Background: an optimization exercise with open tools, aiming at small area, a short achievable clock period and few clock cycles per item. Do not read the settings as production practice. No functional check of the RTL was part of any run shown here. No activity file was given, so power comes from the tool's default toggle rates.

**flow/design.v**
```verilog
package pdfi_pkg;
  localparam int VOLT_W   = 11;
  localparam int TEMP_W   = 12;
  localparam int CORNER_W = 2;
  localparam int FACTOR_W = 22;
  localparam int F_W      = 21;   
  localparam int VOW = 6;
  localparam int VSW = 3;
  localparam int TOW = 8;
  localparam int TSW = 4;
  localparam logic [VSW-1:0] VSEG_NONE = 3'd7;
  localparam logic [TSW-1:0] TSEG_NONE = 4'd15;
  localparam logic [FACTOR_W-1:0] PF_SLOW = 22'd1231275;
  localparam logic [FACTOR_W-1:0] PF_TYP  = 22'd1048576;
  localparam logic [FACTOR_W-1:0] PF_FAST = 22'd918708;
endpackage
module pdfi_front (
  input  logic [pdfi_pkg::VOLT_W-1:0]        in_voltage_mv,
  input  logic signed [pdfi_pkg::TEMP_W-1:0] in_temperature_decideg,
  output logic [pdfi_pkg::VSW-1:0]           vseg,
  output logic [pdfi_pkg::VOW-1:0]           vofs,
  output logic [pdfi_pkg::TSW-1:0]           tseg,
  output logic [pdfi_pkg::TOW-1:0]           tofs
);
  logic [pdfi_pkg::VOLT_W-1:0]        vanc;
  logic signed [pdfi_pkg::TEMP_W-1:0] tanc;
  logic [pdfi_pkg::VOLT_W-1:0]        vd;
  logic [pdfi_pkg::TEMP_W-1:0]        td;
  always_comb begin
    vseg = pdfi_pkg::VSEG_NONE;
    vanc = 11'd0;
    if (in_voltage_mv >= 11'd1080 && in_voltage_mv <= 11'd1320) begin
      if (in_voltage_mv <= 11'd1120) begin vseg = 3'd0; vanc = 11'd1120; end
      else if (in_voltage_mv <= 11'd1160) begin vseg = 3'd1; vanc = 11'd1160; end
      else if (in_voltage_mv <= 11'd1200) begin vseg = 3'd2; vanc = 11'd1200; end
      else if (in_voltage_mv <= 11'd1240) begin vseg = 3'd3; vanc = 11'd1240; end
      else if (in_voltage_mv <= 11'd1280) begin vseg = 3'd4; vanc = 11'd1280; end
      else if (1'b1) begin vseg = 3'd5; vanc = 11'd1320; end
    end
  end
  always_comb begin
    tseg = pdfi_pkg::TSEG_NONE;
    tanc = 12'sd0;
    if (in_temperature_decideg >= -12'sd250 && in_temperature_decideg <= 12'sd1250) begin
      if (in_temperature_decideg >= 12'sd1150) begin tseg = 4'd13; tanc = 12'sd1150; end
      else if (in_temperature_decideg >= 12'sd1050) begin tseg = 4'd12; tanc = 12'sd1050; end
      else if (in_temperature_decideg >= 12'sd950) begin tseg = 4'd11; tanc = 12'sd950; end
      else if (in_temperature_decideg >= 12'sd850) begin tseg = 4'd10; tanc = 12'sd850; end
      else if (in_temperature_decideg >= 12'sd750) begin tseg = 4'd9; tanc = 12'sd750; end
      else if (in_temperature_decideg >= 12'sd650) begin tseg = 4'd8; tanc = 12'sd650; end
      else if (in_temperature_decideg >= 12'sd550) begin tseg = 4'd7; tanc = 12'sd550; end
      else if (in_temperature_decideg >= 12'sd450) begin tseg = 4'd6; tanc = 12'sd450; end
      else if (in_temperature_decideg >= 12'sd350) begin tseg = 4'd5; tanc = 12'sd350; end
      else if (in_temperature_decideg >= 12'sd250) begin tseg = 4'd4; tanc = 12'sd250; end
      else if (in_temperature_decideg >= 12'sd150) begin tseg = 4'd3; tanc = 12'sd150; end
      else if (in_temperature_decideg >= 12'sd0) begin tseg = 4'd2; tanc = 12'sd0; end
      else if (in_temperature_decideg >= -12'sd150) begin tseg = 4'd1; tanc = -12'sd150; end
      else if (1'b1) begin tseg = 4'd0; tanc = -12'sd250; end
    end
  end
  assign vd   = vanc - in_voltage_mv;
  assign td   = in_temperature_decideg - tanc;
  assign vofs = vd[pdfi_pkg::VOW-1:0];
  assign tofs = td[pdfi_pkg::TOW-1:0];
endmodule
module pdfi_queue (
  input  logic                          clk,
  input  logic                          rst_n,
  input  logic                          en,
  input  logic                          in_valid,
  input  logic [pdfi_pkg::VSW-1:0]      vseg_d,
  input  logic [pdfi_pkg::VOW-1:0]      vofs_d,
  input  logic [pdfi_pkg::TSW-1:0]      tseg_d,
  input  logic [pdfi_pkg::TOW-1:0]      tofs_d,
  input  logic [pdfi_pkg::CORNER_W-1:0] corner_d,
  output logic                          valid_q,
  output logic [pdfi_pkg::VSW-1:0]      vseg_q,
  output logic [pdfi_pkg::VOW-1:0]      vofs_q,
  output logic [pdfi_pkg::TSW-1:0]      tseg_q,
  output logic [pdfi_pkg::TOW-1:0]      tofs_q,
  output logic [pdfi_pkg::CORNER_W-1:0] corner_q
);
  always_ff @(posedge clk) begin
    if (!rst_n) begin
      valid_q <= 1'b0;
    end else if (en) begin
      valid_q <= in_valid;
    end
  end
  always_ff @(posedge clk) begin
    if (en) begin
      vseg_q   <= vseg_d;
      vofs_q   <= vofs_d;
      tseg_q   <= tseg_d;
      tofs_q   <= tofs_d;
      corner_q <= corner_d;
    end
  end
endmodule
module pdfi_vlane (
  input  logic [2:0] seg,
  input  logic [5:0] ofs,
  output logic [20:0] f
);
  logic [28:0] e;
  logic [18:0] g;
  logic [19:0] g3;
  always_comb begin
    unique case (seg)
      3'd0: begin e = 29'd288657368; g = 19'd310210; g3 = 20'd930630; end
      3'd1: begin e = 29'd277874048; g = 19'd269583; g3 = 20'd808749; end
      3'd2: begin e = 29'd268435574; g = 19'd235962; g3 = 20'd707886; end
      3'd3: begin e = 29'd259974496; g = 19'd211527; g3 = 20'd634581; end
      3'd4: begin e = 29'd252346896; g = 19'd190690; g3 = 20'd572070; end
      3'd5: begin e = 29'd245479516; g = 19'd171685; g3 = 20'd515055; end
      default: begin e = '0; g = '0; g3 = '0; end
    endcase
  end
  logic d0_1, d0_2, d0_3;
  logic [19:0] r0;
  logic d1_1, d1_2, d1_3;
  logic [19:0] r1;
  logic d2_1, d2_2, d2_3;
  logic [19:0] r2;
  logic [28:0] sa, sb;
  logic [29:0] sum;
  logic t_w1;
  logic t_w2;
  logic t_w3;
  logic t_w4;
  logic t_w5;
  logic t_w6;
  logic t_w7;
  logic t_w8;
  logic t_w9;
  logic t_w10;
  logic t_w11;
  logic t_w12;
  logic t_w13;
  logic t_w14;
  logic t_w15;
  logic t_w16;
  logic t_w17;
  logic t_w18;
  logic t_w19;
  logic t_w20;
  logic t_w21;
  logic t_w22;
  logic t_w23;
  logic t_w24;
  logic t_w25;
  logic t_w26;
  logic t_w27;
  logic t_w28;
  logic t_w29;
  logic t_w30;
  logic t_w31;
  logic t_w32;
  logic t_w33;
  logic t_w34;
  logic t_w35;
  logic t_w36;
  logic t_w37;
  logic t_w38;
  logic t_w39;
  logic t_w40;
  logic t_w41;
  logic t_w42;
  logic t_w43;
  logic t_w44;
  logic t_w45;
  logic t_w46;
  logic t_w47;
  logic t_w48;
  logic t_w49;
  logic t_w50;
  logic t_w51;
  logic t_w52;
  logic t_w53;
  logic t_w54;
  logic t_w55;
  logic t_w56;
  logic t_w57;
  logic t_w58;
  logic t_w59;
  logic t_w60;
  logic t_w61;
  logic t_w62;
  logic t_w63;
  logic t_w64;
  logic t_w65;
  logic t_w66;
  logic t_w67;
  logic t_w68;
  logic t_w69;
  logic t_w70;
  logic t_w71;
  logic t_w72;
  logic t_w73;
  logic t_w74;
  logic t_w75;
  logic t_w76;
  logic t_w77;
  logic t_w78;
  logic t_w79;
  logic t_w80;
  assign d0_1 = ofs[1:0] == 2'd1;
  assign d0_2 = ofs[1:0] == 2'd2;
  assign d0_3 = ofs[1:0] == 2'd3;
  assign r0[0] = (d0_1 & g[0]) | (d0_3 & g3[0]);
  assign r0[1] = (d0_1 & g[1]) | (d0_2 & g[0]) | (d0_3 & g3[1]);
  assign r0[2] = (d0_1 & g[2]) | (d0_2 & g[1]) | (d0_3 & g3[2]);
  assign r0[3] = (d0_1 & g[3]) | (d0_2 & g[2]) | (d0_3 & g3[3]);
  assign r0[4] = (d0_1 & g[4]) | (d0_2 & g[3]) | (d0_3 & g3[4]);
  assign r0[5] = (d0_1 & g[5]) | (d0_2 & g[4]) | (d0_3 & g3[5]);
  assign r0[6] = (d0_1 & g[6]) | (d0_2 & g[5]) | (d0_3 & g3[6]);
  assign r0[7] = (d0_1 & g[7]) | (d0_2 & g[6]) | (d0_3 & g3[7]);
  assign r0[8] = (d0_1 & g[8]) | (d0_2 & g[7]) | (d0_3 & g3[8]);
  assign r0[9] = (d0_1 & g[9]) | (d0_2 & g[8]) | (d0_3 & g3[9]);
  assign r0[10] = (d0_1 & g[10]) | (d0_2 & g[9]) | (d0_3 & g3[10]);
  assign r0[11] = (d0_1 & g[11]) | (d0_2 & g[10]) | (d0_3 & g3[11]);
  assign r0[12] = (d0_1 & g[12]) | (d0_2 & g[11]) | (d0_3 & g3[12]);
  assign r0[13] = (d0_1 & g[13]) | (d0_2 & g[12]) | (d0_3 & g3[13]);
  assign r0[14] = (d0_1 & g[14]) | (d0_2 & g[13]) | (d0_3 & g3[14]);
  assign r0[15] = (d0_1 & g[15]) | (d0_2 & g[14]) | (d0_3 & g3[15]);
  assign r0[16] = (d0_1 & g[16]) | (d0_2 & g[15]) | (d0_3 & g3[16]);
  assign r0[17] = (d0_1 & g[17]) | (d0_2 & g[16]) | (d0_3 & g3[17]);
  assign r0[18] = (d0_1 & g[18]) | (d0_2 & g[17]) | (d0_3 & g3[18]);
  assign r0[19] = (d0_2 & g[18]) | (d0_3 & g3[19]);
  assign d1_1 = ofs[3:2] == 2'd1;
  assign d1_2 = ofs[3:2] == 2'd2;
  assign d1_3 = ofs[3:2] == 2'd3;
  assign r1[0] = (d1_1 & g[0]) | (d1_3 & g3[0]);
  assign r1[1] = (d1_1 & g[1]) | (d1_2 & g[0]) | (d1_3 & g3[1]);
  assign r1[2] = (d1_1 & g[2]) | (d1_2 & g[1]) | (d1_3 & g3[2]);
  assign r1[3] = (d1_1 & g[3]) | (d1_2 & g[2]) | (d1_3 & g3[3]);
  assign r1[4] = (d1_1 & g[4]) | (d1_2 & g[3]) | (d1_3 & g3[4]);
  assign r1[5] = (d1_1 & g[5]) | (d1_2 & g[4]) | (d1_3 & g3[5]);
  assign r1[6] = (d1_1 & g[6]) | (d1_2 & g[5]) | (d1_3 & g3[6]);
  assign r1[7] = (d1_1 & g[7]) | (d1_2 & g[6]) | (d1_3 & g3[7]);
  assign r1[8] = (d1_1 & g[8]) | (d1_2 & g[7]) | (d1_3 & g3[8]);
  assign r1[9] = (d1_1 & g[9]) | (d1_2 & g[8]) | (d1_3 & g3[9]);
  assign r1[10] = (d1_1 & g[10]) | (d1_2 & g[9]) | (d1_3 & g3[10]);
  assign r1[11] = (d1_1 & g[11]) | (d1_2 & g[10]) | (d1_3 & g3[11]);
  assign r1[12] = (d1_1 & g[12]) | (d1_2 & g[11]) | (d1_3 & g3[12]);
  assign r1[13] = (d1_1 & g[13]) | (d1_2 & g[12]) | (d1_3 & g3[13]);
  assign r1[14] = (d1_1 & g[14]) | (d1_2 & g[13]) | (d1_3 & g3[14]);
  assign r1[15] = (d1_1 & g[15]) | (d1_2 & g[14]) | (d1_3 & g3[15]);
  assign r1[16] = (d1_1 & g[16]) | (d1_2 & g[15]) | (d1_3 & g3[16]);
  assign r1[17] = (d1_1 & g[17]) | (d1_2 & g[16]) | (d1_3 & g3[17]);
  assign r1[18] = (d1_1 & g[18]) | (d1_2 & g[17]) | (d1_3 & g3[18]);
  assign r1[19] = (d1_2 & g[18]) | (d1_3 & g3[19]);
  assign d2_1 = ofs[5:4] == 2'd1;
  assign d2_2 = ofs[5:4] == 2'd2;
  assign d2_3 = 1'b0;
  assign r2[0] = (d2_1 & g[0]);
  assign r2[1] = (d2_1 & g[1]) | (d2_2 & g[0]);
  assign r2[2] = (d2_1 & g[2]) | (d2_2 & g[1]);
  assign r2[3] = (d2_1 & g[3]) | (d2_2 & g[2]);
  assign r2[4] = (d2_1 & g[4]) | (d2_2 & g[3]);
  assign r2[5] = (d2_1 & g[5]) | (d2_2 & g[4]);
  assign r2[6] = (d2_1 & g[6]) | (d2_2 & g[5]);
  assign r2[7] = (d2_1 & g[7]) | (d2_2 & g[6]);
  assign r2[8] = (d2_1 & g[8]) | (d2_2 & g[7]);
  assign r2[9] = (d2_1 & g[9]) | (d2_2 & g[8]);
  assign r2[10] = (d2_1 & g[10]) | (d2_2 & g[9]);
  assign r2[11] = (d2_1 & g[11]) | (d2_2 & g[10]);
  assign r2[12] = (d2_1 & g[12]) | (d2_2 & g[11]);
  assign r2[13] = (d2_1 & g[13]) | (d2_2 & g[12]);
  assign r2[14] = (d2_1 & g[14]) | (d2_2 & g[13]);
  assign r2[15] = (d2_1 & g[15]) | (d2_2 & g[14]);
  assign r2[16] = (d2_1 & g[16]) | (d2_2 & g[15]);
  assign r2[17] = (d2_1 & g[17]) | (d2_2 & g[16]);
  assign r2[18] = (d2_1 & g[18]) | (d2_2 & g[17]);
  assign r2[19] = (d2_2 & g[18]);
  assign t_w1 = e[4] ^ r0[4];
  assign t_w2 = e[4] & r0[4];
  assign t_w3 = e[5] ^ r0[5] ^ r1[3];
  assign t_w4 = (e[5] & r0[5]) | (r1[3] & (e[5] ^ r0[5]));
  assign t_w5 = e[6] ^ r0[6] ^ r1[4];
  assign t_w6 = (e[6] & r0[6]) | (r1[4] & (e[6] ^ r0[6]));
  assign t_w7 = e[7] ^ r0[7] ^ r1[5];
  assign t_w8 = (e[7] & r0[7]) | (r1[5] & (e[7] ^ r0[7]));
  assign t_w9 = e[8] ^ r0[8] ^ r1[6];
  assign t_w10 = (e[8] & r0[8]) | (r1[6] & (e[8] ^ r0[8]));
  assign t_w11 = e[9] ^ r0[9] ^ r1[7];
  assign t_w12 = (e[9] & r0[9]) | (r1[7] & (e[9] ^ r0[9]));
  assign t_w13 = e[10] ^ r0[10] ^ r1[8];
  assign t_w14 = (e[10] & r0[10]) | (r1[8] & (e[10] ^ r0[10]));
  assign t_w15 = e[11] ^ r0[11] ^ r1[9];
  assign t_w16 = (e[11] & r0[11]) | (r1[9] & (e[11] ^ r0[11]));
  assign t_w17 = e[12] ^ r0[12] ^ r1[10];
  assign t_w18 = (e[12] & r0[12]) | (r1[10] & (e[12] ^ r0[12]));
  assign t_w19 = e[13] ^ r0[13] ^ r1[11];
  assign t_w20 = (e[13] & r0[13]) | (r1[11] & (e[13] ^ r0[13]));
  assign t_w21 = e[14] ^ r0[14] ^ r1[12];
  assign t_w22 = (e[14] & r0[14]) | (r1[12] & (e[14] ^ r0[14]));
  assign t_w23 = e[15] ^ r0[15] ^ r1[13];
  assign t_w24 = (e[15] & r0[15]) | (r1[13] & (e[15] ^ r0[15]));
  assign t_w25 = e[16] ^ r0[16] ^ r1[14];
  assign t_w26 = (e[16] & r0[16]) | (r1[14] & (e[16] ^ r0[16]));
  assign t_w27 = e[17] ^ r0[17] ^ r1[15];
  assign t_w28 = (e[17] & r0[17]) | (r1[15] & (e[17] ^ r0[17]));
  assign t_w29 = e[18] ^ r0[18] ^ r1[16];
  assign t_w30 = (e[18] & r0[18]) | (r1[16] & (e[18] ^ r0[18]));
  assign t_w31 = e[19] ^ r0[19] ^ r1[17];
  assign t_w32 = (e[19] & r0[19]) | (r1[17] & (e[19] ^ r0[19]));
  assign t_w33 = e[20] ^ r1[18];
  assign t_w34 = e[20] & r1[18];
  assign t_w35 = e[21] ^ r1[19];
  assign t_w36 = e[21] & r1[19];
  assign t_w37 = e[2] ^ r0[2];
  assign t_w38 = e[2] & r0[2];
  assign t_w39 = e[3] ^ r0[3] ^ r1[1];
  assign t_w40 = (e[3] & r0[3]) | (r1[1] & (e[3] ^ r0[3]));
  assign t_w41 = t_w1 ^ r1[2] ^ r2[0];
  assign t_w42 = (t_w1 & r1[2]) | (r2[0] & (t_w1 ^ r1[2]));
  assign t_w43 = t_w2 ^ t_w3 ^ r2[1];
  assign t_w44 = (t_w2 & t_w3) | (r2[1] & (t_w2 ^ t_w3));
  assign t_w45 = t_w4 ^ t_w5 ^ r2[2];
  assign t_w46 = (t_w4 & t_w5) | (r2[2] & (t_w4 ^ t_w5));
  assign t_w47 = t_w6 ^ t_w7 ^ r2[3];
  assign t_w48 = (t_w6 & t_w7) | (r2[3] & (t_w6 ^ t_w7));
  assign t_w49 = t_w8 ^ t_w9 ^ r2[4];
  assign t_w50 = (t_w8 & t_w9) | (r2[4] & (t_w8 ^ t_w9));
  assign t_w51 = t_w10 ^ t_w11 ^ r2[5];
  assign t_w52 = (t_w10 & t_w11) | (r2[5] & (t_w10 ^ t_w11));
  assign t_w53 = t_w12 ^ t_w13 ^ r2[6];
  assign t_w54 = (t_w12 & t_w13) | (r2[6] & (t_w12 ^ t_w13));
  assign t_w55 = t_w14 ^ t_w15 ^ r2[7];
  assign t_w56 = (t_w14 & t_w15) | (r2[7] & (t_w14 ^ t_w15));
  assign t_w57 = t_w16 ^ t_w17 ^ r2[8];
  assign t_w58 = (t_w16 & t_w17) | (r2[8] & (t_w16 ^ t_w17));
  assign t_w59 = t_w18 ^ t_w19 ^ r2[9];
  assign t_w60 = (t_w18 & t_w19) | (r2[9] & (t_w18 ^ t_w19));
  assign t_w61 = t_w20 ^ t_w21 ^ r2[10];
  assign t_w62 = (t_w20 & t_w21) | (r2[10] & (t_w20 ^ t_w21));
  assign t_w63 = t_w22 ^ t_w23 ^ r2[11];
  assign t_w64 = (t_w22 & t_w23) | (r2[11] & (t_w22 ^ t_w23));
  assign t_w65 = t_w24 ^ t_w25 ^ r2[12];
  assign t_w66 = (t_w24 & t_w25) | (r2[12] & (t_w24 ^ t_w25));
  assign t_w67 = t_w26 ^ t_w27 ^ r2[13];
  assign t_w68 = (t_w26 & t_w27) | (r2[13] & (t_w26 ^ t_w27));
  assign t_w69 = t_w28 ^ t_w29 ^ r2[14];
  assign t_w70 = (t_w28 & t_w29) | (r2[14] & (t_w28 ^ t_w29));
  assign t_w71 = t_w30 ^ t_w31 ^ r2[15];
  assign t_w72 = (t_w30 & t_w31) | (r2[15] & (t_w30 ^ t_w31));
  assign t_w73 = t_w32 ^ t_w33 ^ r2[16];
  assign t_w74 = (t_w32 & t_w33) | (r2[16] & (t_w32 ^ t_w33));
  assign t_w75 = t_w34 ^ t_w35 ^ r2[17];
  assign t_w76 = (t_w34 & t_w35) | (r2[17] & (t_w34 ^ t_w35));
  assign t_w77 = t_w36 ^ e[22] ^ r2[18];
  assign t_w78 = (t_w36 & e[22]) | (r2[18] & (t_w36 ^ e[22]));
  assign t_w79 = e[23] ^ r2[19];
  assign t_w80 = e[23] & r2[19];
  assign sa[0] = e[0];
  assign sb[0] = r0[0];
  assign sa[1] = e[1];
  assign sb[1] = r0[1];
  assign sa[2] = t_w37;
  assign sb[2] = r1[0];
  assign sa[3] = t_w38;
  assign sb[3] = t_w39;
  assign sa[4] = t_w40;
  assign sb[4] = t_w41;
  assign sa[5] = t_w42;
  assign sb[5] = t_w43;
  assign sa[6] = t_w44;
  assign sb[6] = t_w45;
  assign sa[7] = t_w46;
  assign sb[7] = t_w47;
  assign sa[8] = t_w48;
  assign sb[8] = t_w49;
  assign sa[9] = t_w50;
  assign sb[9] = t_w51;
  assign sa[10] = t_w52;
  assign sb[10] = t_w53;
  assign sa[11] = t_w54;
  assign sb[11] = t_w55;
  assign sa[12] = t_w56;
  assign sb[12] = t_w57;
  assign sa[13] = t_w58;
  assign sb[13] = t_w59;
  assign sa[14] = t_w60;
  assign sb[14] = t_w61;
  assign sa[15] = t_w62;
  assign sb[15] = t_w63;
  assign sa[16] = t_w64;
  assign sb[16] = t_w65;
  assign sa[17] = t_w66;
  assign sb[17] = t_w67;
  assign sa[18] = t_w68;
  assign sb[18] = t_w69;
  assign sa[19] = t_w70;
  assign sb[19] = t_w71;
  assign sa[20] = t_w72;
  assign sb[20] = t_w73;
  assign sa[21] = t_w74;
  assign sb[21] = t_w75;
  assign sa[22] = t_w76;
  assign sb[22] = t_w77;
  assign sa[23] = t_w78;
  assign sb[23] = t_w79;
  assign sa[24] = t_w80;
  assign sb[24] = e[24];
  assign sa[25] = e[25];
  assign sb[25] = 1'b0;
  assign sa[26] = e[26];
  assign sb[26] = 1'b0;
  assign sa[27] = e[27];
  assign sb[27] = 1'b0;
  assign sa[28] = e[28];
  assign sb[28] = 1'b0;
  assign sum = sa + sb;
  assign f = sum[28:8];
endmodule
module pdfi_tlane (
  input  logic [3:0] seg,
  input  logic [7:0] ofs,
  output logic [20:0] f
);
  logic [31:0] e;
  logic [18:0] g;
  logic [20:0] g3;
  always_comb begin
    unique case (seg)
      4'd0: begin e = 32'd1927363328; g = 19'd430227; g3 = 21'd1290681; end
      4'd1: begin e = 32'd1970385984; g = 19'd441036; g3 = 21'd1323108; end
      4'd2: begin e = 32'd2036541248; g = 19'd442025; g3 = 21'd1326075; end
      4'd3: begin e = 32'd2102844960; g = 19'd446397; g3 = 21'd1339191; end
      4'd4: begin e = 32'd2147484640; g = 19'd436047; g3 = 21'd1308141; end
      4'd5: begin e = 32'd2191089296; g = 19'd434544; g3 = 21'd1303632; end
      4'd6: begin e = 32'd2234543616; g = 19'd457216; g3 = 21'd1371648; end
      4'd7: begin e = 32'd2280265760; g = 19'd454235; g3 = 21'd1362705; end
      4'd8: begin e = 32'd2325689296; g = 19'd447407; g3 = 21'd1342221; end
      4'd9: begin e = 32'd2370430006; g = 19'd436089; g3 = 21'd1308267; end
      4'd10: begin e = 32'd2414038000; g = 19'd432111; g3 = 21'd1296333; end
      4'd11: begin e = 32'd2457248384; g = 19'd436327; g3 = 21'd1308981; end
      4'd12: begin e = 32'd2500881024; g = 19'd425352; g3 = 21'd1276056; end
      4'd13: begin e = 32'd2543416200; g = 19'd442296; g3 = 21'd1326888; end
      default: begin e = '0; g = '0; g3 = '0; end
    endcase
  end
  logic d0_1, d0_2, d0_3;
  logic [20:0] r0;
  logic d1_1, d1_2, d1_3;
  logic [20:0] r1;
  logic d2_1, d2_2, d2_3;
  logic [20:0] r2;
  logic d3_1, d3_2, d3_3;
  logic [19:0] r3;
  logic [31:0] sa, sb;
  logic [32:0] sum;
  logic t_w1;
  logic t_w2;
  logic t_w3;
  logic t_w4;
  logic t_w5;
  logic t_w6;
  logic t_w7;
  logic t_w8;
  logic t_w9;
  logic t_w10;
  logic t_w11;
  logic t_w12;
  logic t_w13;
  logic t_w14;
  logic t_w15;
  logic t_w16;
  logic t_w17;
  logic t_w18;
  logic t_w19;
  logic t_w20;
  logic t_w21;
  logic t_w22;
  logic t_w23;
  logic t_w24;
  logic t_w25;
  logic t_w26;
  logic t_w27;
  logic t_w28;
  logic t_w29;
  logic t_w30;
  logic t_w31;
  logic t_w32;
  logic t_w33;
  logic t_w34;
  logic t_w35;
  logic t_w36;
  logic t_w37;
  logic t_w38;
  logic t_w39;
  logic t_w40;
  logic t_w41;
  logic t_w42;
  logic t_w43;
  logic t_w44;
  logic t_w45;
  logic t_w46;
  logic t_w47;
  logic t_w48;
  logic t_w49;
  logic t_w50;
  logic t_w51;
  logic t_w52;
  logic t_w53;
  logic t_w54;
  logic t_w55;
  logic t_w56;
  logic t_w57;
  logic t_w58;
  logic t_w59;
  logic t_w60;
  logic t_w61;
  logic t_w62;
  logic t_w63;
  logic t_w64;
  logic t_w65;
  logic t_w66;
  logic t_w67;
  logic t_w68;
  logic t_w69;
  logic t_w70;
  logic t_w71;
  logic t_w72;
  logic t_w73;
  logic t_w74;
  logic t_w75;
  logic t_w76;
  logic t_w77;
  logic t_w78;
  logic t_w79;
  logic t_w80;
  logic t_w81;
  logic t_w82;
  logic t_w83;
  logic t_w84;
  logic t_w85;
  logic t_w86;
  logic t_w87;
  logic t_w88;
  logic t_w89;
  logic t_w90;
  logic t_w91;
  logic t_w92;
  logic t_w93;
  logic t_w94;
  logic t_w95;
  logic t_w96;
  logic t_w97;
  logic t_w98;
  logic t_w99;
  logic t_w100;
  logic t_w101;
  logic t_w102;
  logic t_w103;
  logic t_w104;
  logic t_w105;
  logic t_w106;
  logic t_w107;
  logic t_w108;
  logic t_w109;
  logic t_w110;
  logic t_w111;
  logic t_w112;
  logic t_w113;
  logic t_w114;
  logic t_w115;
  logic t_w116;
  logic t_w117;
  logic t_w118;
  logic t_w119;
  logic t_w120;
  logic t_w121;
  logic t_w122;
  logic t_w123;
  logic t_w124;
  assign d0_1 = ofs[1:0] == 2'd1;
  assign d0_2 = ofs[1:0] == 2'd2;
  assign d0_3 = ofs[1:0] == 2'd3;
  assign r0[0] = (d0_1 & g[0]) | (d0_3 & g3[0]);
  assign r0[1] = (d0_1 & g[1]) | (d0_2 & g[0]) | (d0_3 & g3[1]);
  assign r0[2] = (d0_1 & g[2]) | (d0_2 & g[1]) | (d0_3 & g3[2]);
  assign r0[3] = (d0_1 & g[3]) | (d0_2 & g[2]) | (d0_3 & g3[3]);
  assign r0[4] = (d0_1 & g[4]) | (d0_2 & g[3]) | (d0_3 & g3[4]);
  assign r0[5] = (d0_1 & g[5]) | (d0_2 & g[4]) | (d0_3 & g3[5]);
  assign r0[6] = (d0_1 & g[6]) | (d0_2 & g[5]) | (d0_3 & g3[6]);
  assign r0[7] = (d0_1 & g[7]) | (d0_2 & g[6]) | (d0_3 & g3[7]);
  assign r0[8] = (d0_1 & g[8]) | (d0_2 & g[7]) | (d0_3 & g3[8]);
  assign r0[9] = (d0_1 & g[9]) | (d0_2 & g[8]) | (d0_3 & g3[9]);
  assign r0[10] = (d0_1 & g[10]) | (d0_2 & g[9]) | (d0_3 & g3[10]);
  assign r0[11] = (d0_1 & g[11]) | (d0_2 & g[10]) | (d0_3 & g3[11]);
  assign r0[12] = (d0_1 & g[12]) | (d0_2 & g[11]) | (d0_3 & g3[12]);
  assign r0[13] = (d0_1 & g[13]) | (d0_2 & g[12]) | (d0_3 & g3[13]);
  assign r0[14] = (d0_1 & g[14]) | (d0_2 & g[13]) | (d0_3 & g3[14]);
  assign r0[15] = (d0_1 & g[15]) | (d0_2 & g[14]) | (d0_3 & g3[15]);
  assign r0[16] = (d0_1 & g[16]) | (d0_2 & g[15]) | (d0_3 & g3[16]);
  assign r0[17] = (d0_1 & g[17]) | (d0_2 & g[16]) | (d0_3 & g3[17]);
  assign r0[18] = (d0_1 & g[18]) | (d0_2 & g[17]) | (d0_3 & g3[18]);
  assign r0[19] = (d0_2 & g[18]) | (d0_3 & g3[19]);
  assign r0[20] = (d0_3 & g3[20]);
  assign d1_1 = ofs[3:2] == 2'd1;
  assign d1_2 = ofs[3:2] == 2'd2;
  assign d1_3 = ofs[3:2] == 2'd3;
  assign r1[0] = (d1_1 & g[0]) | (d1_3 & g3[0]);
  assign r1[1] = (d1_1 & g[1]) | (d1_2 & g[0]) | (d1_3 & g3[1]);
  assign r1[2] = (d1_1 & g[2]) | (d1_2 & g[1]) | (d1_3 & g3[2]);
  assign r1[3] = (d1_1 & g[3]) | (d1_2 & g[2]) | (d1_3 & g3[3]);
  assign r1[4] = (d1_1 & g[4]) | (d1_2 & g[3]) | (d1_3 & g3[4]);
  assign r1[5] = (d1_1 & g[5]) | (d1_2 & g[4]) | (d1_3 & g3[5]);
  assign r1[6] = (d1_1 & g[6]) | (d1_2 & g[5]) | (d1_3 & g3[6]);
  assign r1[7] = (d1_1 & g[7]) | (d1_2 & g[6]) | (d1_3 & g3[7]);
  assign r1[8] = (d1_1 & g[8]) | (d1_2 & g[7]) | (d1_3 & g3[8]);
  assign r1[9] = (d1_1 & g[9]) | (d1_2 & g[8]) | (d1_3 & g3[9]);
  assign r1[10] = (d1_1 & g[10]) | (d1_2 & g[9]) | (d1_3 & g3[10]);
  assign r1[11] = (d1_1 & g[11]) | (d1_2 & g[10]) | (d1_3 & g3[11]);
  assign r1[12] = (d1_1 & g[12]) | (d1_2 & g[11]) | (d1_3 & g3[12]);
  assign r1[13] = (d1_1 & g[13]) | (d1_2 & g[12]) | (d1_3 & g3[13]);
  assign r1[14] = (d1_1 & g[14]) | (d1_2 & g[13]) | (d1_3 & g3[14]);
  assign r1[15] = (d1_1 & g[15]) | (d1_2 & g[14]) | (d1_3 & g3[15]);
  assign r1[16] = (d1_1 & g[16]) | (d1_2 & g[15]) | (d1_3 & g3[16]);
  assign r1[17] = (d1_1 & g[17]) | (d1_2 & g[16]) | (d1_3 & g3[17]);
  assign r1[18] = (d1_1 & g[18]) | (d1_2 & g[17]) | (d1_3 & g3[18]);
  assign r1[19] = (d1_2 & g[18]) | (d1_3 & g3[19]);
  assign r1[20] = (d1_3 & g3[20]);
  assign d2_1 = ofs[5:4] == 2'd1;
  assign d2_2 = ofs[5:4] == 2'd2;
  assign d2_3 = ofs[5:4] == 2'd3;
  assign r2[0] = (d2_1 & g[0]) | (d2_3 & g3[0]);
  assign r2[1] = (d2_1 & g[1]) | (d2_2 & g[0]) | (d2_3 & g3[1]);
  assign r2[2] = (d2_1 & g[2]) | (d2_2 & g[1]) | (d2_3 & g3[2]);
  assign r2[3] = (d2_1 & g[3]) | (d2_2 & g[2]) | (d2_3 & g3[3]);
  assign r2[4] = (d2_1 & g[4]) | (d2_2 & g[3]) | (d2_3 & g3[4]);
  assign r2[5] = (d2_1 & g[5]) | (d2_2 & g[4]) | (d2_3 & g3[5]);
  assign r2[6] = (d2_1 & g[6]) | (d2_2 & g[5]) | (d2_3 & g3[6]);
  assign r2[7] = (d2_1 & g[7]) | (d2_2 & g[6]) | (d2_3 & g3[7]);
  assign r2[8] = (d2_1 & g[8]) | (d2_2 & g[7]) | (d2_3 & g3[8]);
  assign r2[9] = (d2_1 & g[9]) | (d2_2 & g[8]) | (d2_3 & g3[9]);
  assign r2[10] = (d2_1 & g[10]) | (d2_2 & g[9]) | (d2_3 & g3[10]);
  assign r2[11] = (d2_1 & g[11]) | (d2_2 & g[10]) | (d2_3 & g3[11]);
  assign r2[12] = (d2_1 & g[12]) | (d2_2 & g[11]) | (d2_3 & g3[12]);
  assign r2[13] = (d2_1 & g[13]) | (d2_2 & g[12]) | (d2_3 & g3[13]);
  assign r2[14] = (d2_1 & g[14]) | (d2_2 & g[13]) | (d2_3 & g3[14]);
  assign r2[15] = (d2_1 & g[15]) | (d2_2 & g[14]) | (d2_3 & g3[15]);
  assign r2[16] = (d2_1 & g[16]) | (d2_2 & g[15]) | (d2_3 & g3[16]);
  assign r2[17] = (d2_1 & g[17]) | (d2_2 & g[16]) | (d2_3 & g3[17]);
  assign r2[18] = (d2_1 & g[18]) | (d2_2 & g[17]) | (d2_3 & g3[18]);
  assign r2[19] = (d2_2 & g[18]) | (d2_3 & g3[19]);
  assign r2[20] = (d2_3 & g3[20]);
  assign d3_1 = ofs[7:6] == 2'd1;
  assign d3_2 = ofs[7:6] == 2'd2;
  assign d3_3 = 1'b0;
  assign r3[0] = (d3_1 & g[0]);
  assign r3[1] = (d3_1 & g[1]) | (d3_2 & g[0]);
  assign r3[2] = (d3_1 & g[2]) | (d3_2 & g[1]);
  assign r3[3] = (d3_1 & g[3]) | (d3_2 & g[2]);
  assign r3[4] = (d3_1 & g[4]) | (d3_2 & g[3]);
  assign r3[5] = (d3_1 & g[5]) | (d3_2 & g[4]);
  assign r3[6] = (d3_1 & g[6]) | (d3_2 & g[5]);
  assign r3[7] = (d3_1 & g[7]) | (d3_2 & g[6]);
  assign r3[8] = (d3_1 & g[8]) | (d3_2 & g[7]);
  assign r3[9] = (d3_1 & g[9]) | (d3_2 & g[8]);
  assign r3[10] = (d3_1 & g[10]) | (d3_2 & g[9]);
  assign r3[11] = (d3_1 & g[11]) | (d3_2 & g[10]);
  assign r3[12] = (d3_1 & g[12]) | (d3_2 & g[11]);
  assign r3[13] = (d3_1 & g[13]) | (d3_2 & g[12]);
  assign r3[14] = (d3_1 & g[14]) | (d3_2 & g[13]);
  assign r3[15] = (d3_1 & g[15]) | (d3_2 & g[14]);
  assign r3[16] = (d3_1 & g[16]) | (d3_2 & g[15]);
  assign r3[17] = (d3_1 & g[17]) | (d3_2 & g[16]);
  assign r3[18] = (d3_1 & g[18]) | (d3_2 & g[17]);
  assign r3[19] = (d3_2 & g[18]);
  assign t_w1 = e[6] ^ r0[6];
  assign t_w2 = e[6] & r0[6];
  assign t_w3 = e[7] ^ r0[7] ^ r1[5];
  assign t_w4 = (e[7] & r0[7]) | (r1[5] & (e[7] ^ r0[7]));
  assign t_w5 = e[8] ^ r0[8] ^ r1[6];
  assign t_w6 = (e[8] & r0[8]) | (r1[6] & (e[8] ^ r0[8]));
  assign t_w7 = e[9] ^ r0[9] ^ r1[7];
  assign t_w8 = (e[9] & r0[9]) | (r1[7] & (e[9] ^ r0[9]));
  assign t_w9 = e[10] ^ r0[10] ^ r1[8];
  assign t_w10 = (e[10] & r0[10]) | (r1[8] & (e[10] ^ r0[10]));
  assign t_w11 = e[11] ^ r0[11] ^ r1[9];
  assign t_w12 = (e[11] & r0[11]) | (r1[9] & (e[11] ^ r0[11]));
  assign t_w13 = e[12] ^ r0[12] ^ r1[10];
  assign t_w14 = (e[12] & r0[12]) | (r1[10] & (e[12] ^ r0[12]));
  assign t_w15 = e[13] ^ r0[13] ^ r1[11];
  assign t_w16 = (e[13] & r0[13]) | (r1[11] & (e[13] ^ r0[13]));
  assign t_w17 = e[14] ^ r0[14] ^ r1[12];
  assign t_w18 = (e[14] & r0[14]) | (r1[12] & (e[14] ^ r0[14]));
  assign t_w19 = e[15] ^ r0[15] ^ r1[13];
  assign t_w20 = (e[15] & r0[15]) | (r1[13] & (e[15] ^ r0[15]));
  assign t_w21 = e[16] ^ r0[16] ^ r1[14];
  assign t_w22 = (e[16] & r0[16]) | (r1[14] & (e[16] ^ r0[16]));
  assign t_w23 = e[17] ^ r0[17] ^ r1[15];
  assign t_w24 = (e[17] & r0[17]) | (r1[15] & (e[17] ^ r0[17]));
  assign t_w25 = e[18] ^ r0[18] ^ r1[16];
  assign t_w26 = (e[18] & r0[18]) | (r1[16] & (e[18] ^ r0[18]));
  assign t_w27 = e[19] ^ r0[19] ^ r1[17];
  assign t_w28 = (e[19] & r0[19]) | (r1[17] & (e[19] ^ r0[19]));
  assign t_w29 = e[20] ^ r0[20] ^ r1[18];
  assign t_w30 = (e[20] & r0[20]) | (r1[18] & (e[20] ^ r0[20]));
  assign t_w31 = e[21] ^ r1[19];
  assign t_w32 = e[21] & r1[19];
  assign t_w33 = e[22] ^ r1[20];
  assign t_w34 = e[22] & r1[20];
  assign t_w35 = e[4] ^ r0[4];
  assign t_w36 = e[4] & r0[4];
  assign t_w37 = e[5] ^ r0[5] ^ r1[3];
  assign t_w38 = (e[5] & r0[5]) | (r1[3] & (e[5] ^ r0[5]));
  assign t_w39 = t_w1 ^ r1[4] ^ r2[2];
  assign t_w40 = (t_w1 & r1[4]) | (r2[2] & (t_w1 ^ r1[4]));
  assign t_w41 = t_w2 ^ t_w3 ^ r2[3];
  assign t_w42 = (t_w2 & t_w3) | (r2[3] & (t_w2 ^ t_w3));
  assign t_w43 = t_w4 ^ t_w5 ^ r2[4];
  assign t_w44 = (t_w4 & t_w5) | (r2[4] & (t_w4 ^ t_w5));
  assign t_w45 = t_w6 ^ t_w7 ^ r2[5];
  assign t_w46 = (t_w6 & t_w7) | (r2[5] & (t_w6 ^ t_w7));
  assign t_w47 = t_w8 ^ t_w9 ^ r2[6];
  assign t_w48 = (t_w8 & t_w9) | (r2[6] & (t_w8 ^ t_w9));
  assign t_w49 = t_w10 ^ t_w11 ^ r2[7];
  assign t_w50 = (t_w10 & t_w11) | (r2[7] & (t_w10 ^ t_w11));
  assign t_w51 = t_w12 ^ t_w13 ^ r2[8];
  assign t_w52 = (t_w12 & t_w13) | (r2[8] & (t_w12 ^ t_w13));
  assign t_w53 = t_w14 ^ t_w15 ^ r2[9];
  assign t_w54 = (t_w14 & t_w15) | (r2[9] & (t_w14 ^ t_w15));
  assign t_w55 = t_w16 ^ t_w17 ^ r2[10];
  assign t_w56 = (t_w16 & t_w17) | (r2[10] & (t_w16 ^ t_w17));
  assign t_w57 = t_w18 ^ t_w19 ^ r2[11];
  assign t_w58 = (t_w18 & t_w19) | (r2[11] & (t_w18 ^ t_w19));
  assign t_w59 = t_w20 ^ t_w21 ^ r2[12];
  assign t_w60 = (t_w20 & t_w21) | (r2[12] & (t_w20 ^ t_w21));
  assign t_w61 = t_w22 ^ t_w23 ^ r2[13];
  assign t_w62 = (t_w22 & t_w23) | (r2[13] & (t_w22 ^ t_w23));
  assign t_w63 = t_w24 ^ t_w25 ^ r2[14];
  assign t_w64 = (t_w24 & t_w25) | (r2[14] & (t_w24 ^ t_w25));
  assign t_w65 = t_w26 ^ t_w27 ^ r2[15];
  assign t_w66 = (t_w26 & t_w27) | (r2[15] & (t_w26 ^ t_w27));
  assign t_w67 = t_w28 ^ t_w29 ^ r2[16];
  assign t_w68 = (t_w28 & t_w29) | (r2[16] & (t_w28 ^ t_w29));
  assign t_w69 = t_w30 ^ t_w31 ^ r2[17];
  assign t_w70 = (t_w30 & t_w31) | (r2[17] & (t_w30 ^ t_w31));
  assign t_w71 = t_w32 ^ t_w33 ^ r2[18];
  assign t_w72 = (t_w32 & t_w33) | (r2[18] & (t_w32 ^ t_w33));
  assign t_w73 = t_w34 ^ e[23] ^ r2[19];
  assign t_w74 = (t_w34 & e[23]) | (r2[19] & (t_w34 ^ e[23]));
  assign t_w75 = e[24] ^ r2[20];
  assign t_w76 = e[24] & r2[20];
  assign t_w77 = e[2] ^ r0[2];
  assign t_w78 = e[2] & r0[2];
  assign t_w79 = e[3] ^ r0[3] ^ r1[1];
  assign t_w80 = (e[3] & r0[3]) | (r1[1] & (e[3] ^ r0[3]));
  assign t_w81 = t_w35 ^ r1[2] ^ r2[0];
  assign t_w82 = (t_w35 & r1[2]) | (r2[0] & (t_w35 ^ r1[2]));
  assign t_w83 = t_w36 ^ t_w37 ^ r2[1];
  assign t_w84 = (t_w36 & t_w37) | (r2[1] & (t_w36 ^ t_w37));
  assign t_w85 = t_w38 ^ t_w39 ^ r3[0];
  assign t_w86 = (t_w38 & t_w39) | (r3[0] & (t_w38 ^ t_w39));
  assign t_w87 = t_w40 ^ t_w41 ^ r3[1];
  assign t_w88 = (t_w40 & t_w41) | (r3[1] & (t_w40 ^ t_w41));
  assign t_w89 = t_w42 ^ t_w43 ^ r3[2];
  assign t_w90 = (t_w42 & t_w43) | (r3[2] & (t_w42 ^ t_w43));
  assign t_w91 = t_w44 ^ t_w45 ^ r3[3];
  assign t_w92 = (t_w44 & t_w45) | (r3[3] & (t_w44 ^ t_w45));
  assign t_w93 = t_w46 ^ t_w47 ^ r3[4];
  assign t_w94 = (t_w46 & t_w47) | (r3[4] & (t_w46 ^ t_w47));
  assign t_w95 = t_w48 ^ t_w49 ^ r3[5];
  assign t_w96 = (t_w48 & t_w49) | (r3[5] & (t_w48 ^ t_w49));
  assign t_w97 = t_w50 ^ t_w51 ^ r3[6];
  assign t_w98 = (t_w50 & t_w51) | (r3[6] & (t_w50 ^ t_w51));
  assign t_w99 = t_w52 ^ t_w53 ^ r3[7];
  assign t_w100 = (t_w52 & t_w53) | (r3[7] & (t_w52 ^ t_w53));
  assign t_w101 = t_w54 ^ t_w55 ^ r3[8];
  assign t_w102 = (t_w54 & t_w55) | (r3[8] & (t_w54 ^ t_w55));
  assign t_w103 = t_w56 ^ t_w57 ^ r3[9];
  assign t_w104 = (t_w56 & t_w57) | (r3[9] & (t_w56 ^ t_w57));
  assign t_w105 = t_w58 ^ t_w59 ^ r3[10];
  assign t_w106 = (t_w58 & t_w59) | (r3[10] & (t_w58 ^ t_w59));
  assign t_w107 = t_w60 ^ t_w61 ^ r3[11];
  assign t_w108 = (t_w60 & t_w61) | (r3[11] & (t_w60 ^ t_w61));
  assign t_w109 = t_w62 ^ t_w63 ^ r3[12];
  assign t_w110 = (t_w62 & t_w63) | (r3[12] & (t_w62 ^ t_w63));
  assign t_w111 = t_w64 ^ t_w65 ^ r3[13];
  assign t_w112 = (t_w64 & t_w65) | (r3[13] & (t_w64 ^ t_w65));
  assign t_w113 = t_w66 ^ t_w67 ^ r3[14];
  assign t_w114 = (t_w66 & t_w67) | (r3[14] & (t_w66 ^ t_w67));
  assign t_w115 = t_w68 ^ t_w69 ^ r3[15];
  assign t_w116 = (t_w68 & t_w69) | (r3[15] & (t_w68 ^ t_w69));
  assign t_w117 = t_w70 ^ t_w71 ^ r3[16];
  assign t_w118 = (t_w70 & t_w71) | (r3[16] & (t_w70 ^ t_w71));
  assign t_w119 = t_w72 ^ t_w73 ^ r3[17];
  assign t_w120 = (t_w72 & t_w73) | (r3[17] & (t_w72 ^ t_w73));
  assign t_w121 = t_w74 ^ t_w75 ^ r3[18];
  assign t_w122 = (t_w74 & t_w75) | (r3[18] & (t_w74 ^ t_w75));
  assign t_w123 = t_w76 ^ e[25] ^ r3[19];
  assign t_w124 = (t_w76 & e[25]) | (r3[19] & (t_w76 ^ e[25]));
  assign sa[0] = e[0];
  assign sb[0] = r0[0];
  assign sa[1] = e[1];
  assign sb[1] = r0[1];
  assign sa[2] = t_w77;
  assign sb[2] = r1[0];
  assign sa[3] = t_w78;
  assign sb[3] = t_w79;
  assign sa[4] = t_w80;
  assign sb[4] = t_w81;
  assign sa[5] = t_w82;
  assign sb[5] = t_w83;
  assign sa[6] = t_w84;
  assign sb[6] = t_w85;
  assign sa[7] = t_w86;
  assign sb[7] = t_w87;
  assign sa[8] = t_w88;
  assign sb[8] = t_w89;
  assign sa[9] = t_w90;
  assign sb[9] = t_w91;
  assign sa[10] = t_w92;
  assign sb[10] = t_w93;
  assign sa[11] = t_w94;
  assign sb[11] = t_w95;
  assign sa[12] = t_w96;
  assign sb[12] = t_w97;
  assign sa[13] = t_w98;
  assign sb[13] = t_w99;
  assign sa[14] = t_w100;
  assign sb[14] = t_w101;
  assign sa[15] = t_w102;
  assign sb[15] = t_w103;
  assign sa[16] = t_w104;
  assign sb[16] = t_w105;
  assign sa[17] = t_w106;
  assign sb[17] = t_w107;
  assign sa[18] = t_w108;
  assign sb[18] = t_w109;
  assign sa[19] = t_w110;
  assign sb[19] = t_w111;
  assign sa[20] = t_w112;
  assign sb[20] = t_w113;
  assign sa[21] = t_w114;
  assign sb[21] = t_w115;
  assign sa[22] = t_w116;
  assign sb[22] = t_w117;
  assign sa[23] = t_w118;
  assign sb[23] = t_w119;
  assign sa[24] = t_w120;
  assign sb[24] = t_w121;
  assign sa[25] = t_w122;
  assign sb[25] = t_w123;
  assign sa[26] = t_w124;
  assign sb[26] = e[26];
  assign sa[27] = e[27];
  assign sb[27] = 1'b0;
  assign sa[28] = e[28];
  assign sb[28] = 1'b0;
  assign sa[29] = e[29];
  assign sb[29] = 1'b0;
  assign sa[30] = e[30];
  assign sb[30] = 1'b0;
  assign sa[31] = e[31];
  assign sb[31] = 1'b0;
  assign sum = sa + sb;
  assign f = sum[31:11];
endmodule
module pdfi_back (
  input  logic                          clk,
  input  logic                          rst_n,
  input  logic                          en,
  input  logic                          valid_d,
  input  logic [pdfi_pkg::F_W-1:0]      vf_d,
  input  logic [pdfi_pkg::F_W-1:0]      tf_d,
  input  logic                          vok_d,
  input  logic                          tok_d,
  input  logic [pdfi_pkg::CORNER_W-1:0] corner_d,
  output logic                          out_valid,
  output logic [pdfi_pkg::FACTOR_W-1:0] out_voltage_factor,
  output logic [pdfi_pkg::FACTOR_W-1:0] out_temperature_factor,
  output logic [pdfi_pkg::FACTOR_W-1:0] out_process_factor,
  output logic                          out_voltage_ok,
  output logic                          out_temperature_ok,
  output logic                          out_process_ok
);
  logic [pdfi_pkg::F_W-1:0]      vf_r, tf_r;
  logic                          vok_r, tok_r;
  logic [pdfi_pkg::CORNER_W-1:0] corner_r;
  always_ff @(posedge clk) begin
    if (!rst_n) begin
      out_valid <= 1'b0;
    end else if (en) begin
      out_valid <= valid_d;
    end
  end
  always_ff @(posedge clk) begin
    if (en) begin
      vf_r     <= vf_d;
      tf_r     <= tf_d;
      vok_r    <= vok_d;
      tok_r    <= tok_d;
      corner_r <= corner_d;
    end
  end
  assign out_voltage_factor     = {1'b0, vf_r};
  assign out_temperature_factor = {1'b0, tf_r};
  assign out_voltage_ok         = vok_r;
  assign out_temperature_ok     = tok_r;
  always_comb begin
    unique case (corner_r)
      2'd0:    out_process_factor = pdfi_pkg::PF_SLOW;
      2'd1:    out_process_factor = pdfi_pkg::PF_TYP;
      2'd2:    out_process_factor = pdfi_pkg::PF_FAST;
      default: out_process_factor = '0;
    endcase
  end
  assign out_process_ok = corner_r != 2'd3;
endmodule
module pvt_derating_factor_interpolator (
  input  logic                                clk,
  input  logic                                rst_n,
  input  logic                                in_valid,
  output logic                                in_ready,
  input  logic [pdfi_pkg::VOLT_W-1:0]         in_voltage_mv,
  input  logic signed [pdfi_pkg::TEMP_W-1:0]  in_temperature_decideg,
  input  logic [pdfi_pkg::CORNER_W-1:0]       in_process_corner,
  output logic                                out_valid,
  input  logic                                out_ready,
  output logic [pdfi_pkg::FACTOR_W-1:0]       out_voltage_factor,
  output logic [pdfi_pkg::FACTOR_W-1:0]       out_temperature_factor,
  output logic [pdfi_pkg::FACTOR_W-1:0]       out_process_factor,
  output logic                                out_voltage_ok,
  output logic                                out_temperature_ok,
  output logic                                out_process_ok
);
  logic [pdfi_pkg::VSW-1:0]      vseg_d, vseg_q;
  logic [pdfi_pkg::VOW-1:0]      vofs_d, vofs_q;
  logic [pdfi_pkg::TSW-1:0]      tseg_d, tseg_q;
  logic [pdfi_pkg::TOW-1:0]      tofs_d, tofs_q;
  logic [pdfi_pkg::CORNER_W-1:0] corner_q;
  logic                          a_valid;
  logic                          a_en;
  logic                          b_en;
  logic [pdfi_pkg::F_W-1:0]      vf, tf;
  assign b_en     = !out_valid || out_ready;
  assign a_en     = !a_valid || b_en;
  assign in_ready = a_en;
  pdfi_front u_front (
    .in_voltage_mv          (in_voltage_mv),
    .in_temperature_decideg (in_temperature_decideg),
    .vseg                   (vseg_d),
    .vofs                   (vofs_d),
    .tseg                   (tseg_d),
    .tofs                   (tofs_d)
  );
  pdfi_queue u_queue (
    .clk      (clk),
    .rst_n    (rst_n),
    .en       (a_en),
    .in_valid (in_valid),
    .vseg_d   (vseg_d),
    .vofs_d   (vofs_d),
    .tseg_d   (tseg_d),
    .tofs_d   (tofs_d),
    .corner_d (in_process_corner),
    .valid_q  (a_valid),
    .vseg_q   (vseg_q),
    .vofs_q   (vofs_q),
    .tseg_q   (tseg_q),
    .tofs_q   (tofs_q),
    .corner_q (corner_q)
  );
  pdfi_vlane u_vlane (
    .seg (vseg_q),
    .ofs (vofs_q),
    .f   (vf)
  );
  pdfi_tlane u_tlane (
    .seg (tseg_q),
    .ofs (tofs_q),
    .f   (tf)
  );
  pdfi_back u_back (
    .clk                    (clk),
    .rst_n                  (rst_n),
    .en                     (b_en),
    .valid_d                (a_valid),
    .vf_d                   (vf),
    .tf_d                   (tf),
    .vok_d                  (vseg_q != pdfi_pkg::VSEG_NONE),
    .tok_d                  (tseg_q != pdfi_pkg::TSEG_NONE),
    .corner_d               (corner_q),
    .out_valid              (out_valid),
    .out_voltage_factor     (out_voltage_factor),
    .out_temperature_factor (out_temperature_factor),
    .out_process_factor     (out_process_factor),
    .out_voltage_ok         (out_voltage_ok),
    .out_temperature_ok     (out_temperature_ok),
    .out_process_ok         (out_process_ok)
  );
endmodule
```
**flow/run.sh**
```bash
#!/bin/bash
# synth_recipe.tcl (not shown) runs the flow's synth.tcl, then flattens the netlist and writes it again
# the make line also repeats each setting of config.mk as NAME=value (left out here)
make -C /OpenROAD-flow-scripts/flow DESIGN_CONFIG=/design/flow/config.mk WORK_HOME=/design/flow/orfs CLKGATE_MAP_FILE= SYNTH_SCRIPT=/design/flow/synth_recipe.tcl finish
```
**flow/config.mk**
```make
export PLATFORM = sky130hd
export DESIGN_NAME = pvt_derating_factor_interpolator
export DESIGN_NICKNAME = pvt_derating_factor_interpolator
export VERILOG_FILES = /design/flow/design.v
export SDC_FILE = /design/flow/constraint.sdc
export NUM_CORES = 4
export LEC_CHECK = 0
export CAP_MARGIN = 20
export CORE_MARGIN = 2
export CORE_UTILIZATION = 40
export SLEW_MARGIN = 20
```
**flow/constraint.sdc**
```tcl
create_clock -name core_clock -period 7.0 [get_ports {clk}]
set_input_delay 1.4000 -clock core_clock [delete_from_list [all_inputs] [get_ports {clk}]]
set_output_delay 1.4000 -clock core_clock [all_outputs]
set_load 0.01 [all_outputs]
```
==> results.py, run 1 <==
metrics = {
    "run_status": {
        "status": "complete, no violations",
    },
    "synthesis": {
        "yosys_register_bits": 71,
        "synth_edf_count": 69,
        "async_reset_ff_share_pct": 0,
        "ys_seq_area_share_pct": 17.99,
        "syn_inst": 1512,
        "yosys_warnings": 5,
        "ys_types": 83,
        "synth_flop_cell": "edfxtp_1",
        "avgSynthCellArea_um2": 7.765,
        "syn_area_um2": 11740,
    },
    "sta": {
        "maxSlewViolCount": 0,
        "hold_viol": 0,
        "rsz0062_at_grt": "false",
        "min_period_ns": 6.537,
        "worst_pin_slew_ns": 0.9822,
        "period_share_pct": 93.39,
        "tns_ns": 0,
        "fmax_mhz": 153.0,
        "setup_viol_count_final": 0,
        "max_slew_margin_pct": 34.36,
        "finClkSkew_ns": 0.01150,
    },
    "finish": {
        "postLayoutCellArea_um2": 13180,
        "area_growth_pct": 12.28,
        "final_cells": 1926,
        "final_nets": 1735,
        "fillers": 2867,
        "layout-drive-gt1-share_pct": 3.891,
        "diodes": 0,
        "fin_util_pct": 45.80,
    },
    "global_route": {
        "grt_max_degree": 73,
        "grt_pass1_wl_mm": 57.50,
        "grt_usage_pct": 23.36,
        "grt_pass1_vias": 10470,
        "antenna_found_initial": 0,
        "grt_overflow": 0,
    },
    "placement": {
        "gp_congestion": 0.9359,
        "place_inst": 1910,
        "placed_area_um2": 12880,
        "place_hpwl_mm": 27.55,
        "portBuffers": 91,
    },
    "route": {
        "vias_per_cell": 5.692,
        "via_count": 10960,
        "first_pass_iters": 7,
        "wl_per_cell_um": 18.49,
        "wl_mm": 35.60,
        "initialDrtViolationCount": 1263,
        "final_antenna_net_count": 0,
        "drc": 0,
    },
    "cts": {
        "cts_sinks": 71,
        "clock_latency_ns": 0.35,
        "path_clk_slew_ns": 0.07,
        "cts_made_buffers": 9,
        "cts_max_level": 3,
        "post_cts_buffers": 0,
        "cts_root_buf": "clkbuf_16",
        "cts_tree": "done",
        "cts_max_path_buffers": 2,
    },
    "power": {
        "peakVddDrop_v": 0.0001887,
        "p_leak_nw": 5.898,
        "power.density_nw_per_um2": 311.1,
        "finalPower_mw": 4.101,
    },
    "worst_setup_path": {
        "rrSetupSlack_ns": 0.46,
        "start_kind": "flop",
        "arrival_ns": 6.64,
        "crit_fanout": 10,
        "worst_setup_path_end_kind": "flop",
        "cp_cell_sequence": "inv_1 -> ha_1 -> nor2_1 -> a21oi_1 -> nor2_1 -> nor2_1 -> o21ai_0 -> o22ai_1 -> fa_1 -> fa_1 -> inv_1 -> fa_1 -> inv_1 -> ha_1 -> inv_1 -> o31ai_1 -> a2111oi_0 -> nand3_2 -> o21ai_4 -> o2111ai_4 -> a211oi_4 -> nor2_1",
        "cp_slowest_stage_delay_ns": 0.57,
        "reg2reg_to": "u_back.tf_r[20]$_DFFE_PP_",
        "required_ns": 7.11,
        "reg2reg_from": "u_queue.tseg_q[0]$_SDFFCE_PP1P_",
        "reg2reg_depth": 22,
        "critPathKind": "reg -> reg",
        "crit_slowest_cell": "ha_1",
    },
    "floorplanning": {
        "core_area_um2": 28780,
        "fp.dieW_um": 175.3,
        "floorplan.initialDensity_pct": 40.79,
        "die_y_um": 175.3,
        "num_rows": 62,
        "io_pins": 100,
        "dieArea_um2": 30740,
    },
    "hold_path": {
        "min-delay-path-class": "reg -> reg",
        "hold_depth": 0,
        "hold_start": "u_queue.corner_q[1]$_DFFE_PP_",
        "min_delay_worst_endpoint": "u_back.corner_r[1]$_DFFE_PP_",
    },
    "run": {
        "drv_cap": 0,
    },
}
registers in the layout (all words and copies together), names as in the netlist:
name and cells:
u_queue.tseg_q 4, u_back.vf_r 21, u_back.vok_r 1, u_queue.valid_q 1
u_queue.tofs_q 8, u_queue.vseg_q 3, u_queue.corner_q 2, u_back.out_valid 1
u_back.tf_r 21, u_back.corner_r 2, u_back.tok_r 1, u_queue.vofs_q 6
worst max path at each step:
stage                                          startpoint                   endpoint  slack (ns)  depth (start not counted)
after floorplan           u_queue.tseg_q[0]$_SDFFCE_PP1P_  u_back.tf_r[20]$_DFFE_PP_        1.15                         23
after global placement    u_queue.tseg_q[0]$_SDFFCE_PP1P_  u_back.tf_r[20]$_DFFE_PP_        0.70                         22
after detailed placement  u_queue.tseg_q[0]$_SDFFCE_PP1P_  u_back.tf_r[20]$_DFFE_PP_        0.53                         22
after CTS                 u_queue.tseg_q[0]$_SDFFCE_PP1P_  u_back.tf_r[20]$_DFFE_PP_        0.51                         22
after global routing      u_queue.tseg_q[0]$_SDFFCE_PP1P_  u_back.tf_r[14]$_DFFE_PP_        0.11                         21
final                     u_queue.tseg_q[0]$_SDFFCE_PP1P_  u_back.tf_r[20]$_DFFE_PP_        0.46                         22
layout by cell type, fill, tap and decap left out, drive strengths merged, types with 12 or more instances in the layout:
master / count
o22ai: 22
a21boi: 12
a21o: 16
nor3: 12
nor2: 134
a22oi: 24
o211ai: 18
xnor2: 29
a21oi: 138
nand3: 20
fa: 92
a22o: 16
nor2b: 33
edfxtp: 69
ha: 77
xor2: 15
clkdlybuf4s50: 91
o21a: 18
inv: 200
nand2: 133
buf: 27
nand2b: 28
o21ai: 134
through the flow:
stage	hold WS [ns]	setup WS, ns
2_1_floorplan	0.4003	1.149
3_3_place_gp	0.4072	0.7026
3_5_place_dp	0.4162	0.5318
4_1_cts	0.4229	0.5062
5_1_grt	0.4296	0.1143
6_report	0.4249	0.4629
cell families (layout without fill, tap and decap cells):
family	after synthesis	in the layout	share of synthesized area, %
AO/OA/AOI/OAI	502	502	27.67
XOR/XNOR	44	44	3.283
adder cells (fa/ha/maj)	169	169	23.89
buffers and inverters	313	336	10.71
flip-flops	71	71	17.99
multiplexers	7	7	0.5968
other	1	8	0.03194
AND/OR/NAND/NOR	405	405	15.83
worst max-delay path: cells and delay by family, from the launching register on:
kind,cells,cell delay [ns]
compound gates,8,1.92
buf+inv,4,0.51
simple gates,5,0.86
fa+ha+maj,5,2.41
flops,1,0.56
layer usage:
metal,up-vias,global-route usage (%),share of wire [%]
li1,5284,-,-
met1,5146,32.04,44
met2,471,38.37,47
met3,62,3.052,6.7
met4,0,7.257,2.7
met5,-,0,0
cell type report:
cell class,instances,area [µm²],area share [%]
Tap cell,384,480.5,3.645
Clock inverter,5,58.81,0.4461
Inverter,202,759.5,5.762
Multi-Input combinational cell,1135,8402,63.74
Sequential cell,71,2112,16.02
Timing Repair Buffer,118,1126,8.543
Clock buffer,11,242.7,1.841
cells in the mapped netlist, types with 22 or more instances:
master	n	area, µm²
o21ai_0	124	620.6
ha_1	77	963.4
clkbuf_1	65	244.0
nor2_1	134	503.0
a21oi_1	137	685.7
nand2_1	133	499.2
edfxtp_1	69	2072
o22ai_1	22	137.6
fa_1	92	1842
nand2b_1	28	175.2
a22oi_1	24	180.2
inv_1	200	750.7
xnor2_1	29	254.0
nor2b_1	33	206.5
where the power goes:
| part | switching, mW | total, mW | internal (mW) |
|---|---|---|---|
| Combinational | 1.68 | 2.87 | 1.19 |
| Sequential | 0.0634 | 0.735 | 0.672 |
| Clock | 0.207 | 0.493 | 0.286 |
| Total | 1.95 | 4.10 | 2.15 |
timing repair:
action	CTS	global route
hold buffers	0	0
endpoints found under the setup margin	0	1
gates resized for setup	0	1
==> run 2, diff against run 1 <==
--- a/flow/config.mk
+++ b/flow/config.mk
@@ -7,2 +7,3 @@
 export LEC_CHECK = 0
+export ABC_CLOCK_PERIOD_IN_PS = 3500
 export CAP_MARGIN = 20
@@ -10,2 +11,3 @@
 export CORE_UTILIZATION = 40
+export SETUP_SLACK_MARGIN = 3.0
 export SLEW_MARGIN = 20
==> run 2 against run 1 <==
Still clean on timing, DRC and antenna. Routed wire length rose by 21%. Hold slack got worse by 0.0021 ns. Synthesized cell count did not move. Final cell count rose by 10%. Register-to-register slack improved by 1.1 ns. First-iteration DRC count rose by 6.7%. Sequential share of layout area fell by 3.4 points. Total power rose by 29%. Utilization rose by 12 points. Clock-buffer cell count fell by 2. Critical path type unchanged. Highest routed layer unchanged.
==> results.py, run 2 <==
metrics = {
    "run_status": {
        "status": "complete, no violations",
    },
    "worst_setup_path": {
        "critPathKind": "reg -> reg",
        "crit_fanout": 6,
        "required_ns": 7.10,
        "worst_setup_path_end_kind": "flop",
        "start_kind": "flop",
        "arrival_ns": 5.49,
    },
    "sta": {
        "tns_ns": 0,
        "maxSlewViolCount": 0,
        "worst_pin_slew_ns": 1.172,
        "finClkSkew_ns": 0.02236,
        "hold_viol": 0,
        "max_slew_margin_pct": 21.74,
        "holdWs_ns": 0.4227,
        "min_period_ns": 5.389,
        "worst_slack_ns": 1.611,
        "rsz0062_at_grt": "true",
        "period_share_pct": 76.99,
        "fmax_mhz": 185.6,
        "setup_viol_count_final": 0,
    },
    "placement": {
        "gp_congestion": 0.9603,
        "placed_area_um2": 13060,
        "post-place-ws_ns": 1.090,
        "place_hpwl_mm": 27.19,
        "portBuffers": 91,
    },
    "cts": {
        "cts_max_level": 3,
        "cts_made_buffers": 9,
        "clock_latency_ns": 0.36,
        "cts_sinks": 71,
        "cts_root_buf": "clkbuf_16",
        "path_clk_slew_ns": 0.06,
        "cts_max_path_buffers": 2,
        "cts_tree": "done",
        "ctsHoldBuffers": 0,
    },
    "synthesis": {
        "yosysTopAreaCellShare_pct": 17.65,
        "synth_common_cells": "inv_1, a21oi_1, nor2_1",
        "yosys_warnings": 5,
        "syn_area_um2": 11740,
        "async_reset_ff_share_pct": 0,
        "synth_top_area_cell": "edfxtp_1",
        "syn_inst": 1512,
        "avgSynthCellArea_um2": 7.765,
        "synth_edf_count": 69,
        "synth_area_leaders": "edfxtp_1, fa_1, ha_1, inv_1, a21oi_1",
        "synthMostInstantiatedCell": "inv_1",
        "yosys_register_bits": 71,
        "synth_flop_cell": "edfxtp_1",
        "ys_seq_area_share_pct": 17.99,
        "ys_types": 83,
    },
    "route": {
        "initialDrtViolationCount": 1347,
        "via_count": 12500,
        "drc": 0,
        "vias_per_cell": 5.895,
        "first_pass_iters": 14,
        "wl_mm": 43.01,
        "wl_per_cell_um": 20.29,
        "final_antenna_net_count": 0,
    },
    "global_route": {
        "grt_overflow": 0,
        "grt_pass1_vias": 12020,
        "grt_pass1_wl_mm": 65.50,
        "antenna_found_initial": 0,
        "grt_usage_pct": 26.70,
        "grt_max_degree": 73,
    },
    "finish": {
        "diodes": 0,
        "reg_top3": "u_back.tf_r: 21 flops, u_back.vf_r: 21 flops, u_queue.tofs_q: 8 flops",
        "fillers": 2487,
        "area_growth_pct": 42.07,
        "mostFrequentLayoutCells": "buf_4, inv_1, nand2_1, nor2_1, a21oi_1",
        "layout-drive-gt1-share_pct": 30.59,
        "postLayoutCellArea_um2": 16680,
        "final_nets": 1930,
        "layout_commonest_cell": "buf_4",
    },
    "power": {
        "peakVddDrop_v": 0.0002359,
        "swShare_pct": 46.18,
        "sequentialPowerShare_pct": 13.9,
        "p_leak_nw": 7.326,
        "power.internal_mw": 2.844,
        "p_sw_mw": 2.440,
        "combPwrFrac_pct": 76.3,
        "power.density_nw_per_um2": 316.8,
        "pwr-share-clk_pct": 9.8,
    },
    "floorplanning": {
        "floorplan.initialDensity_pct": 40.79,
        "num_rows": 62,
        "fp.dieW_um": 175.3,
        "dieArea_um2": 30740,
        "die_y_um": 175.3,
        "core_area_um2": 28780,
        "io_pins": 100,
    },
    "run": {
        "drv_cap": 0,
    },
    "hold_path": {
        "min-delay-path-class": "reg -> reg",
    },
}
## run 2: cell counts after synthesis
No cell type changed its count.
## run 2: metal layers
| layer | share of wire (%) | wire [µm] | vias to the layer above | global-route usage (%) |
|---|---|---|---|---|
| met5 | 0 | 0 | - | 0 |
| met4 | 4.1 | 1763 | 0 | 8.681 |
| met3 | 9.0 | 3887 | 184 | 5.519 |
| met2 | 46 | 19820 | 757 | 43.82 |
| met1 | 41 | 17530 | 5875 | 35.20 |
| li1 | - | - | 5681 | - |
## run 2: worst paths after layout
path                             endpoint  slack [ns]  depth (start not counted)                            start
max             u_back.tf_r[18]$_DFFE_PP_        1.61                         22  u_queue.tseg_q[0]$_SDFFCE_PP1P_
min          u_back.corner_r[1]$_DFFE_PP_        0.42                          0    u_queue.corner_q[1]$_DFFE_PP_
max reg2reg     u_back.tf_r[18]$_DFFE_PP_        1.61                         22  u_queue.tseg_q[0]$_SDFFCE_PP1P_
min reg2reg  u_back.corner_r[1]$_DFFE_PP_        0.42                          0    u_queue.corner_q[1]$_DFFE_PP_
## run 2: worst max-delay path, cell delays in order, from the launching register on
cell	delay (ns)
edfxtp_1	0.50
inv_4	0.10
ha_4	0.34
nor2b_4	0.07
o31ai_4	0.29
nor2_1	0.11
a21oi_1	0.17
a22oi_2	0.09
fa_1	0.57
inv_2	0.04
fa_1	0.49
inv_2	0.04
fa_1	0.55
inv_2	0.05
ha_4	0.27
and4_4	0.21
nand2b_1	0.06
o21bai_4	0.17
a32oi_2	0.26
o21ai_4	0.10
o2111ai_4	0.34
a211oi_4	0.12
a31o_1	0.20
## run 2: logic make-up after synthesis
logic type	after synthesis	synth area share [%]
adder cells (fa/ha/maj)	169	23.89
other	1	0.03194
buffers and inverters	313	10.71
AO/OA/AOI/OAI	502	27.67
AND/OR/NAND/NOR	405	15.83
multiplexers	7	0.5968
XOR/XNOR	44	3.283
flip-flops	71	17.99
## run 2: power groups by stage
stage               clock network, mW  registers [mW]  logic [mW]
floorplan                           0           0.757        2.31
global placement                    0           0.758        3.04
detailed placement                  0           0.757        3.10
CTS                             0.522           0.734        3.64
global route                    0.540           0.743        4.42
finish                          0.517           0.733        4.03
## run 2: per-stage QoR
| stage | utilization (%) | power, mW | instances |
|---|---|---|---|
| after detailed placement | 45.38 | 3.853 | 1899 |
| after CTS | 54.56 | 4.900 | 2072 |
| after floorplan | - | 3.067 | 1519 |
| after global routing | 57.95 | 5.701 | 2120 |
| final | 57.95 | 5.284 | 2120 |
| after global placement | 45.38 | 3.802 | 1899 |
## run 2: area by class of cell
class	count	area, µm²	area share (%)
sequential	71	2112	12.66
timing repair buffer	311	2943	17.64
inverter	202	797.0	4.779
clock inverter	6	86.33	0.5176
tap	384	480.5	2.881
timing repair inverter	2	16.27	0.09752
multi-input combinational	1135	10020	60.07
clock buffer	9	225.2	1.350
## run 2: what timing repair did
| action | 4_1_cts | 5_1_grt |
|---|---|---|
| gates resized for setup | 277 | 172 |
| pin swaps | 88 | 94 |
| cloned | 12 | 1 |
| endpoints found under the setup margin | 48 | 45 |
| setup buffers | 146 | 47 |

[afterwards: timing with drivers on the ports]
The results above use ideal ports. As a check the final layouts listed here were re-extracted and re-timed, cells and wires unchanged. Step 1, drivers: a clkbuf_16 drives clk and a buf_2 each remaining input, both assumed. Step 2 also shifts input and output timing later by t, the mid clock arrival at the registers, as if the neighbouring blocks saw the same clock. Slacks: ideal / step 1 / step 2; pairs: ideal / step 1.
run | t (ns) | setup slack, ns
run 1 | 0.399 | 0.463 / 0.463 / 0.463
run 2 | 0.401 | 1.611 / 1.611 / 1.611
After both steps every run listed still meets setup and hold.
